From an optimization exercise on the open Yosys and OpenROAD flow, aimed at small area, a short achievable clock period and few clock cycles; shortcuts taken in it are not production practice. Where RTL was checked, it was by simulation tests only, not by an equivalence proof against the original. Power and IR drop assume default switching activity.

## run a
==> flow/design.v (excerpt) <==
module mac_acc_array #(
    parameter int DW    = mac_pkg::MAC_DW,
    parameter int LANES = 8,
    parameter int ACCW  = 2 * DW + 8
) (
    input  logic                  clk,
    input  logic                  rst_n,
    input  logic                  in_valid,
    output logic                  in_ready,
    input  logic [LANES*DW-1:0]   A,
    input  logic [LANES*DW-1:0]   W,
    input  logic                  Asigned,
    input  logic                  Wsigned,
    input  logic                  acc_clr,
    input  logic                  acc_last,
    output logic                  out_valid,
    input  logic                  out_ready,
    output logic [LANES*ACCW-1:0] Q,
    output logic [LANES-1:0]      ovf
);
    logic take;
    logic v1;
    logic last1;
    logic in_burst;
    logic clr;
    assign in_ready = !(v1 && last1) && (!out_valid || out_ready);
    assign take     = in_valid && in_ready;
    assign clr = take && (acc_clr || !(v1 || in_burst));
    always_ff @(posedge clk or negedge rst_n) begin
        if (!rst_n) begin
            v1        <= 1'b0;
            in_burst  <= 1'b0;
            out_valid <= 1'b0;
        end else begin
            v1        <= take;
            out_valid <= (v1 && last1) || (out_valid && !out_ready);
            if (v1) begin
                in_burst <= !last1;
            end
        end
    end
    always_ff @(posedge clk) begin
        last1 <= acc_last;
    end
    for (genvar i = 0; i < LANES; i++) begin : g_lane
        mac_lane u_lane (
            .clk  (clk),
            .take (take),
            .v    (v1),
            .clr  (clr),
            .a    (A[i*DW +: DW]),
            .w    (W[i*DW +: DW]),
            .a_sgn(Asigned),
            .w_sgn(Wsigned),
            .q    (Q[i*ACCW +: ACCW]),
            .ovf  (ovf[i])
        );
    end
endmodule
Size in the first run: ~340 I/O pins.
Settings: LEC_CHECK=0, CAP_MARGIN=20, CORE_MARGIN=2, CORE_UTILIZATION=40, SLEW_MARGIN=20; clock period 5.6 ns.
standard.sh (not shown) runs the stock make flow with config.mk's settings and CLKGATE_MAP_FILE= SYNTH_SCRIPT=/design/flow/synth_recipe.tcl, a recipe that flattens the netlist after the stock synthesis.
==> flow/flow/run.sh <==
#!/bin/bash
# Own layout flow: the standard flow with two changes.
#  1. After the standard synthesis, full-adder cells are rewired to their
#     complemented inputs/outputs where that removes inverters
#     (fa_polarity.py; same logic function, same registers).
#  2. Ports are buffered with a small buffer instead of the default delay cell.
# Each tool's output goes to a log file of its own in the work folder.
set -euo pipefail
W=$(pwd)
R=$W/orfs/results/$FLOW_PLATFORM/mac_acc_array/base
bash standard.sh "$R/1_2_yosys.v" > "$W/flow_synth.log" 2>&1
cp "$R/1_2_yosys.v" "$W/1_2_yosys.standard.v"
python3 "$W/flow/fa_polarity.py" "$W/1_2_yosys.standard.v" "$R/1_2_yosys.v" > "$W/flow_fa_polarity.log" 2>&1
touch "$R/1_2_yosys.v" "$R/1_2_yosys.sdc"
BUFFER_PORTS_ARGS="-buffer_cell ${PORT_BUFFER:-sky130_fd_sc_hd__buf_1}" \
  bash standard.sh finish > "$W/flow_layout.log" 2>&1
Other scripts of this flow, unchanged in this note and not shown: flow/flow/fa_polarity.py
Testbench counts of run a, summed over its fixed seeds: cycles 32,255.
Edits applied to the flow inputs when going from run a to run b:
Settings: SETUP_SLACK_MARGIN now 2.6, previously not set.
### Flow results
- Layout-stage area growth over the synthesis result: higher on run b
- Re post-layout minimum cycle time: run b and run a aren't equal, and the lower value belongs to run b.
- Compared with run a, run b shows a higher post-route cell area.
- Per the comparison of run b with run a, wire length now sits higher, design internal power now sits higher.
- [compare] base=run a new=run b: highest attainable clock frequency has increased; combinational cell fraction of total power has increased.

* * *

== run 1 ==
mac_acc_array, a different RTL version from the one above (not shown whole).
Size in the first run: about 340 I/O pins.
export LEC_CHECK = 0
export ABC_AREA = 1
export CAP_MARGIN = 20
export CORE_MARGIN = 2
export CORE_UTILIZATION = 40
export CTS_CLUSTER_DIAMETER = 80
export CTS_CLUSTER_SIZE = 25
export SETUP_SLACK_MARGIN = 2.5
export SLEW_MARGIN = 20
create_clock -name core_clock -period 5.6 [get_ports {clk}]
Scripts as last shown in full above: flow/flow/run.sh
Other scripts of this flow, unchanged in this note and not shown: flow/flow/fa_polarity.py
Testbench counts of run 1, summed over its fixed seeds: cycles 32,255.
Input-level comparison between run 2 and run 1:
Settings: CTS_CLUSTER_SIZE: 25 -> unset; CTS_CLUSTER_DIAMETER: 80 -> unset; SETUP_SLACK_MARGIN: 2.5 -> 2.6.
## What came out
- Against run 1 as the reference, run 2 delivers a higher global-route usage over all layers.
- Diff run 1 -> run 2: number of buffers outside the clock class in the layout saw an increase, clock-pin slew on the worst setup and hold paths has decreased.
- Between run 2 and run 1, aggregate routed wire length is lower for run 2, run 1 comes in above that.
- Layout buffering overhead excluding clock cells delta for run 2 relative to run 1: 0.32 points higher
- Final instance area, run 2 vs run 1: up by a few percent
- Diff run 2..run 1 | remaining global-route overflow | unchanged
- Re sequential share of layout area: run 2 is 0.51 points down on run 1.
Here is what was changed in the inputs of run 3 compared with run 2.
Settings: changing SETUP_SLACK_MARGIN from 2.6 to 2.8.
Findings:
Against run 2 as the reference, run 3 delivers a lower clock network power. Wire length (run 2 / run 3): 0.946. Diff run 2 -> run 3: sequential cell count held steady, average wire length per cell after detail routing grew by about 5%. Run 3 and run 2 ended up with nearly the same achievable frequency. Delta(minimum period implied by the final worst setup slack, run 3 - run 2) < 0. The met1 global-route usage in run 3 sits 1.3 points above the value recorded for run 2. Diff run 2 -> run 3: clock buffer instance count of the final layout fell about 2.7%; total vias in the final route went up by 296; placer congestion estimate went up about 1.5%; area of combinational cells with multiple inputs now larger.
[inputs] run 4 vs run 3
Settings: swapping 2.8 for 2.7 in SETUP_SLACK_MARGIN; putting CTS_CLUSTER_DIAMETER at 80 where nothing was set; putting CTS_CLUSTER_SIZE at 25 where nothing was set.
==> comparison <==
| least setup slack across all paths after layout | higher: run 4 |. Looking at maximum level of the CTS H-tree, run 4 sits 1 lower than run 3 does. Area growth from synthesis to layout, run 4 and run 3, higher one = run 3. Relative to run 3, routed metal-1 wirelength has decreased by about 1.5% in run 4.
The inputs of run 5 differ from those of run 4 as listed below.
Settings: CTS_CLUSTER_SIZE no longer set, was 25; ABC_AREA no longer set, was 1; SETUP_SLACK_MARGIN now 2.3, was 2.7; CTS_CLUSTER_DIAMETER no longer set, was 80.
--- outcome ---
- The final layout from run 5, which completed every stage, passed the timing, DRC and antenna checks at the end of the flow.
- Sort run 5 and run 4 by via count, ascending, and run 5 comes first.
- From run 4 to run 5 the numbers moved as follows: detailed-route wire length per cell up 1.4 µm; final instance area shows an increase of about 1.4%; register-to-register slack decreased by 0.56 ns relative to the old numbers; maximum fanout along the worst path now sits lower; transition time at the pin with the least slew margin increased 0.16 ns.
- Final worst-path setup slack (run 5 over run 4): decrease, 0.33 ns
- [compare] base=run 4 new=run 5: post-route met1 wirelength -5.0%, count of non-CTS inverters in the layout fell 233.

* * *

## v9
mac_acc_array, a different RTL version from the one above (not shown whole).
For scale: about 3,400 cells after synthesis, about 340 I/O pins, ~0.033 mm² of cells after synthesis.
clock: 5.6 ns
lec_check: 0
cap_margin: 20
core_margin: 2
core_utilization: 40
setup_slack_margin: 2.4
slew_margin: 20
Scripts as last shown in full above: flow/flow/run.sh
Other scripts of this flow, unchanged in this note and not shown: flow/flow/fa_polarity.py
Testbench counts of v9, summed over its fixed seeds: cycles 32,255.
Modified inputs, v10 compared to v9
- SETUP_SLACK_MARGIN now 2.2, was 2.4
Notes after the runs:
Worst hold slack was lower in the run labelled v10.
Measured against each other, v9 and v10 differ in post-cts resize count, the lower figure coming from v10.
v9 → v10: first-iteration DRC count now sits lower, overall fraction of global-route tracks in use now sits lower.
What v18 does differently from v10 at the input level:
- SETUP_SLACK_MARGIN: 2.2 -> 2.3
diff --git a/flow/flow/run.sh b/flow/flow/run.sh
--- a/flow/flow/run.sh
+++ b/flow/flow/run.sh
@@ -6 +6 @@
-#  2. Ports are buffered with a small buffer instead of the default delay cell.
+#  2. Ports are buffered with buf_2 instead of the default delay cell.
@@ -15 +15 @@
-BUFFER_PORTS_ARGS="-buffer_cell ${PORT_BUFFER:-sky130_fd_sc_hd__buf_1}" \
+BUFFER_PORTS_ARGS="-buffer_cell ${PORT_BUFFER:-sky130_fd_sc_hd__buf_2}" \
Notes after the runs:
Summary of v18 over v10: number of vias after detailed routing has remained practically unchanged, area occupied by multi-input gates went up by 0.89%, delay of the slowest critical-path stage moved up, worst setup slack picked up an extra 100 ps. Side by side, share of the clock period used by the worst path after layout turned out lower in v18 than in v10.
For v21, these inputs were changed with respect to v18:
- putting TNS_END_PERCENT at 50 where nothing was set
diff --git a/flow/flow/run.sh b/flow/flow/run.sh
--- a/flow/flow/run.sh
+++ b/flow/flow/run.sh
@@ -6 +6 @@
-#  2. Ports are buffered with buf_2 instead of the default delay cell.
+#  2. Ports are buffered with a small buffer instead of the default delay cell.
@@ -15 +15 @@
-BUFFER_PORTS_ARGS="-buffer_cell ${PORT_BUFFER:-sky130_fd_sc_hd__buf_2}" \
+BUFFER_PORTS_ARGS="-buffer_cell ${PORT_BUFFER:-sky130_fd_sc_hd__buf_1}" \
Clock period minus worst slack: v21 > v18
In the metrics for v21 and v18, the one carrying the higher number of antenna cells inserted is v18.
Row core utilization: v21 lower / v18 higher
Global-route usage: v21 vs v18 down 0.27 points
Delta (v21 minus v18): vertical die dimension essentially unchanged; power essentially unchanged; clock skew after layout decreased 16 ps; wire length decreased 990 µm; fraction of area in multi-input gates increased 0.32 points.
The inputs of v38 differ from those of v21 as listed below.
- a deleted TNS_END_PERCENT that had been 50
### Flow results
On worst setup margin: v38 sits above v21.
Of the two values seen for start-to-end type of the worst setup path, reg2reg was produced by v38 and in2reg by v21.
Of the two values seen for worst setup path startpoint, W[15] was produced by v21 and g_lane[2].u_lane.rows_q[17]$_SDFF_PN0_ by v38.
From v21 to v38, multi-input gate count did not move at all.
Per the comparison of v38 with v21, share of power burned in combinational logic moved up, met1 track demand over resource in global routing saw a decrease, number of antenna violations at the first check in global routing went up 4.

* * *

## job 2195
Another version of the RTL of mac_acc_array (not shown whole).
Size: ~3800 cells after synthesis, ~340 I/O pins, roughly 0.037 mm^2 of cells after synthesis.
==> flow/config.mk <==
export PLATFORM = sky130hd
export DESIGN_NAME = mac_acc_array
export DESIGN_NICKNAME = mac_acc_array
export VERILOG_FILES = /design/flow/design.v
export SDC_FILE = /design/flow/constraint.sdc
export NUM_CORES = 4
export LEC_CHECK = 0
export CAP_MARGIN = 20
export CORE_MARGIN = 2
export CORE_UTILIZATION = 40
export SETUP_SLACK_MARGIN = 2.2
export SLEW_MARGIN = 20
==> flow/constraint.sdc <==
create_clock -name core_clock -period 5.6 [get_ports {clk}]
set_input_delay 1.1200 -clock core_clock [delete_from_list [all_inputs] [get_ports {clk}]]
set_output_delay 1.1200 -clock core_clock [all_outputs]
set_load 0.01 [all_outputs]
==> flow/flow/run.sh <==
#!/bin/bash
# Own layout flow: the standard flow with two changes.
#  1. After the standard synthesis, full-adder cells are rewired to their
#     complemented inputs/outputs where that removes inverters
#     (fa_polarity.py; same logic function, same registers).
#  2. Ports are buffered with a small buffer instead of the default delay cell.
# Each tool's output goes to a log file of its own in the work folder.
set -euo pipefail
W=$(pwd)
R=$W/orfs/results/$FLOW_PLATFORM/mac_acc_array/base
bash standard.sh "$R/1_2_yosys.v" > "$W/flow_synth.log" 2>&1
cp "$R/1_2_yosys.v" "$W/1_2_yosys.standard.v"
python3 "$W/flow/fa_polarity.py" "$W/1_2_yosys.standard.v" "$R/1_2_yosys.v" > "$W/flow_fa_polarity.log" 2>&1
touch "$R/1_2_yosys.v" "$R/1_2_yosys.sdc"
BUFFER_PORTS_ARGS="-buffer_cell ${PORT_BUFFER:-sky130_fd_sc_hd__buf_1}" \
  bash standard.sh finish > "$W/flow_layout.log" 2>&1
Other scripts of this flow, unchanged in this note and not shown: flow/flow/fa_polarity.py
--- input diff job 2195..job 1392 ---
-- flow/config.mk --
<<< job 2195, line 10
export CORE_UTILIZATION = 40
export SETUP_SLACK_MARGIN = 2.2
export SLEW_MARGIN = 20
>>> job 1392, line 10
export CORE_UTILIZATION = 40
export CTS_CLUSTER_DIAMETER = 100
export CTS_CLUSTER_SIZE = 30
export SETUP_SLACK_MARGIN = 2.0
export SLEW_MARGIN = 20
Notes after the runs:
- Sort job 2195 and job 1392 by relative max-transition margin asc -> top: job 1392
- Compared with job 2195, job 1392 shows total met2 wirelength after detailed routing that has gone down slightly.
- From job 2195 to job 1392 the numbers moved as follows: combinational power share rose 2.0 points, synthesized area held, slew at the pin closest to its max-slew limit saw an increase.
Here is what was changed in the inputs of job 9256 compared with job 1392.
-- flow/config.mk --
<<< job 1392, line 10
export CORE_UTILIZATION = 40
export CTS_CLUSTER_DIAMETER = 100
export CTS_CLUSTER_SIZE = 30
export SETUP_SLACK_MARGIN = 2.0
>>> job 9256, line 10
export CORE_UTILIZATION = 40
export CTS_CLUSTER_DIAMETER = 60
export CTS_CLUSTER_SIZE = 20
export SETUP_SLACK_MARGIN = 2.0
### Flow results
- Going from job 1392 to job 9256, count of clock-buffer cells in the layout shows an increase of about 90%; met2 usage in global routing closely matched the old numbers.
- Lower final area was reported by job 1392, not job 9256.
- Note that the power recorded for job 1392 amounts to 0.929 times the value seen in job 9256.
- From job 9256 to job 1392, area of the core did not move at all.
- Remaining antenna violation count delta (job 9256 -> job 1392): insignificant
- Diff job 1392 -> job 9256 | area growth from synthesis to layout | increase of 2.8 points
- Cells: job 9256 has more instances than job 1392
- From job 9256 to job 1392, number of cells traversed by the worst register-to-register path did not move at all.
What job 6381 does differently from job 9256 at the input level:
-- flow/config.mk --
<<< job 9256, line 9
export CORE_MARGIN = 2
export CORE_UTILIZATION = 40
export CTS_CLUSTER_DIAMETER = 60
export CTS_CLUSTER_SIZE = 20
export SETUP_SLACK_MARGIN = 2.0
>>> job 6381, line 9
export CORE_MARGIN = 2
export CORE_UTILIZATION = 60
export PLACE_DENSITY = 0.75
export SETUP_SLACK_MARGIN = 2.0
[summary]
Re total vias in the final route: job 9256 was lower than job 6381.
Compared with job 9256, job 6381 shows a higher total of clock buffers placed in the layout.
Wire: job 6381 routes less than job 9256
Taking job 9256 as the reference point, the overall power of job 6381 falls by 2.9%.
Utilization: job 6381 > job 9256
Compared with job 9256, job 6381 ends up with less cell area.
As of job 6381, placed cell area had fallen slightly compared to job 9256.
Routability-driven placement congestion ratio for job 6381 is higher than for job 9256.
The maximum clock frequency of job 6381 is lower than that of job 9256.
Max sequential portion of the cell area across job 9256 and job 6381: job 6381
The inputs of job 1705 differ from those of job 6381 as listed below.
-- flow/config.mk --
<<< job 6381, line 9
export CORE_MARGIN = 2
export CORE_UTILIZATION = 60
export PLACE_DENSITY = 0.75
export SETUP_SLACK_MARGIN = 2.0
>>> job 1705, line 9
export CORE_MARGIN = 2
export CORE_UTILIZATION = 40
export SETUP_SLACK_MARGIN = 2.0
[summary]
Going from job 6381 to job 1705, die area now larger, area added between synthesis and finish rose 2.4 points.
Of the two values seen for beginning of the critical path, g_lane[5].u_lane.rows_q[7] was produced by job 6381 and g_lane[5].u_lane.q[5] by job 1705.
In job 1705, power share of the combinational group is lower than in job 6381.
Job 1705 — switching power 1.5% higher, job 6381 as reference
Job 1705 | status: complete | timing, DRC, antenna: pass
Job 6381 reached the end of the flow, and the finished layout is clean on the timing, DRC and antenna checks.
From job 6381 to job 1705, synthesized netlist cell count did not move at all.
On time the final worst path needs with I/O delays and setup, job 1705 and job 6381 are neck and neck.
The share of the clock period used by the worst path after layout on job 6381 is in line with that on job 1705.
Chip width for job 1705 is higher than for job 6381.
No run of this note included a check of the RTL's function; only the layout flow was run.

* * *

Setup of run A:
mac_acc_array with an RTL version that a note above also has.
Size in the first run: roughly 3400 cells after synthesis, about 340 I/O pins.
## mac_acc_array
module mac_acc_array #(
    parameter int DW    = mac_pkg::MAC_DW,
    parameter int LANES = 8,
    parameter int ACCW  = 2 * DW + 8
) (
    input  logic                  clk,
    input  logic                  rst_n,
    input  logic                  in_valid,
    output logic                  in_ready,
    input  logic [LANES*DW-1:0]   A,
    input  logic [LANES*DW-1:0]   W,
    input  logic                  Asigned,
    input  logic                  Wsigned,
    input  logic                  acc_clr,
    input  logic                  acc_last,
    output logic                  out_valid,
    input  logic                  out_ready,
    output logic [LANES*ACCW-1:0] Q,
    output logic [LANES-1:0]      ovf
);
    logic take;
    logic v1;
    logic last1;
    logic in_burst;
    logic clr;
    logic blk;
    assign in_ready = !blk && (!out_valid || out_ready);
    assign take     = in_valid && !(v1 && last1) && (!out_valid || out_ready);
    assign clr = take && (acc_clr || !(v1 || in_burst));
    always_ff @(posedge clk or negedge rst_n) begin
        if (!rst_n) begin
  ...
==> flow/config.mk <==
export PLATFORM = sky130hd
export DESIGN_NAME = mac_acc_array
export DESIGN_NICKNAME = mac_acc_array
export VERILOG_FILES = /design/flow/design.v
export SDC_FILE = /design/flow/constraint.sdc
export NUM_CORES = 4
export LEC_CHECK = 0
export CAP_MARGIN = 20
export CORE_MARGIN = 2
export CORE_UTILIZATION = 40
export SETUP_SLACK_MARGIN = 2.6
export SLEW_MARGIN = 20
==> flow/constraint.sdc <==
create_clock -name core_clock -period 5.6 [get_ports {clk}]
set_input_delay 1.1200 -clock core_clock [delete_from_list [all_inputs] [get_ports {clk}]]
set_output_delay 1.1200 -clock core_clock [all_outputs]
set_load 0.01 [all_outputs]
Scripts as last shown in full above: flow/flow/run.sh
Other scripts of this flow, unchanged in this note and not shown: flow/flow/fa_polarity.py
Testbench counts of run A, summed over its fixed seeds: cycles 32,255.
#### Input delta (run B over run A)
Settings: SETUP_SLACK_MARGIN: 2.6 -> 2.1.
==> comparison <==
Run B went all the way through synthesis, placement and routing and the layout is clean on timing, DRC and antenna.
Setup WNS run A -> run B: worse
Going from run A to run B, half-perimeter wire length after placement shrank slightly.
Max-slew headroom at the worst pin for run B: 2.9 points up relative to run A
The lower non-clock buffer count of run A and run B is in run B.
Relative to run A, run B improves final routed wirelength across all metal layers.
Taking run A as the reference point, the met3 routing resource usage after global routing of run B rises by 0.97 points.
NOTE: register-to-register slack in run B falls short of that of run A
In run B the area growth from synthesis to final layout turned out 12 points lower than in run A.
## Diff of input files: run C against run B
Settings: putting CTS_CLUSTER_DIAMETER at 80 where nothing was set; putting CTS_CLUSTER_SIZE at 25 where nothing was set; swapping 2.1 for 2.3 in SETUP_SLACK_MARGIN.
The weighted congestion reported at the end of routability-driven placement reported for run C is smaller than that of run B by about 2.3%.
The count of buffer and inverter cells on the critical path reported for run C is smaller than that of run B by 4.
Summary — worst hold slack, run C relative to run B: higher, by 0.014 ns.
Run C: total clock buffers created by CTS lower than run B
Wire length went down slightly going from run B to run C.
Delta (run C minus run B): clock-buffer cell count lower, met3 usage in global routing fell by 0.62 points, internal power of the cells dropped 0.00061 W.
Run C -> run B: global-route usage flat
As far as via count is concerned, run C and run B perform about the same.
The following lists how run D was set up differently from run C:
Settings: CTS_CLUSTER_DIAMETER no longer set, was 80; SLEW_MARGIN now 10, was 20; CTS_CLUSTER_SIZE no longer set, was 25; CAP_MARGIN now 10, was 20.
Findings:
- Diff run C and run D: count of clock-buffer cells in the layout lower in run C
- Re global routing met2 resource utilization: run D is 0.21 points up on run C.
- On total number of nets in the final design: between run C and run D, it ends up lower for run C.
- In the flow results for run C and run D, the setup slack of the critical path after layout is larger on run D.

separate check: timing with driven ports:
The flow's constraints put no driver on any port. The routed layouts listed below were extracted and timed again, unchanged, in two steps. Step 1, drivers: a clkbuf_16 drives clk and a buf_2 each remaining input, both assumed. Step 2 moves the port delays by t, midway between the first and last clock arrival at a register: inputs arrive t later, outputs are due t later. That takes back most of the time a late clock gives input paths. a / b / c = ideal ports / drivers / drivers and shift; a / b = the first two.
| run | shift t [ns] | slack for setup (ns) | clock arrival spread, ns |
|---|---|---|---|
| run a of note 1 | 0.706 | 1.469 / 1.469 / 1.323 | 0.021 / 0.021 |
| run b of note 1 | 0.720 | 2.271 / 2.264 / 1.544 | 0.026 / 0.027 |
| run 1 | 0.629 | 2.490 / 2.392 / 1.763 | 0.033 / 0.033 |
| run 2 | 0.657 | 2.560 / 2.569 / 1.913 | 0.021 / 0.021 |
| run 3 | 0.669 | 2.564 / 2.569 / 1.900 | 0.023 / 0.023 |
| run 4 | 0.676 | 2.588 / 2.535 / 1.859 | 0.025 / 0.025 |
| run 5 | 0.674 | 2.257 / 2.257 / 1.615 | 0.020 / 0.020 |
| v9 | 0.647 | 2.378 / 2.378 / 1.751 | 0.022 / 0.022 |
| v10 | 0.643 | 2.258 / 2.290 / 1.647 | 0.021 / 0.021 |
| v18 | 0.646 | 2.363 / 2.377 / 1.732 | 0.028 / 0.028 |
| v21 | 0.642 | 2.292 / 2.297 / 1.655 | 0.012 / 0.012 |
| v38 | 0.637 | 2.352 / 2.352 / 1.716 | 0.017 / 0.017 |
| job 2195 | 0.686 | 2.137 / 2.137 / 1.580 | 0.028 / 0.028 |
| job 1392 | 0.716 | 2.052 / 2.052 / 1.365 | 0.037 / 0.037 |
| job 9256 | 0.725 | 2.059 / 2.059 / 1.360 | 0.030 / 0.030 |
| job 6381 | 0.656 | 2.002 / 2.002 / 1.507 | 0.017 / 0.018 |
| job 1705 | 0.716 | 2.002 / 2.002 / 1.349 | 0.031 / 0.032 |
| run A of note 5 | 0.649 | 2.406 / 2.406 / 1.885 | 0.031 / 0.030 |
| run B of note 5 | 0.649 | 2.165 / 2.197 / 1.548 | 0.024 / 0.024 |
| run C of note 5 | 0.625 | 2.310 / 2.310 / 1.708 | 0.025 / 0.025 |
| run D of note 5 | 0.637 | 2.352 / 2.352 / 1.716 | 0.017 / 0.017 |
After both steps every run listed still meets setup and hold. The setup slack of run 4, which loses most, moves by -0.053 ns with the drivers and by -0.729 ns with both steps.
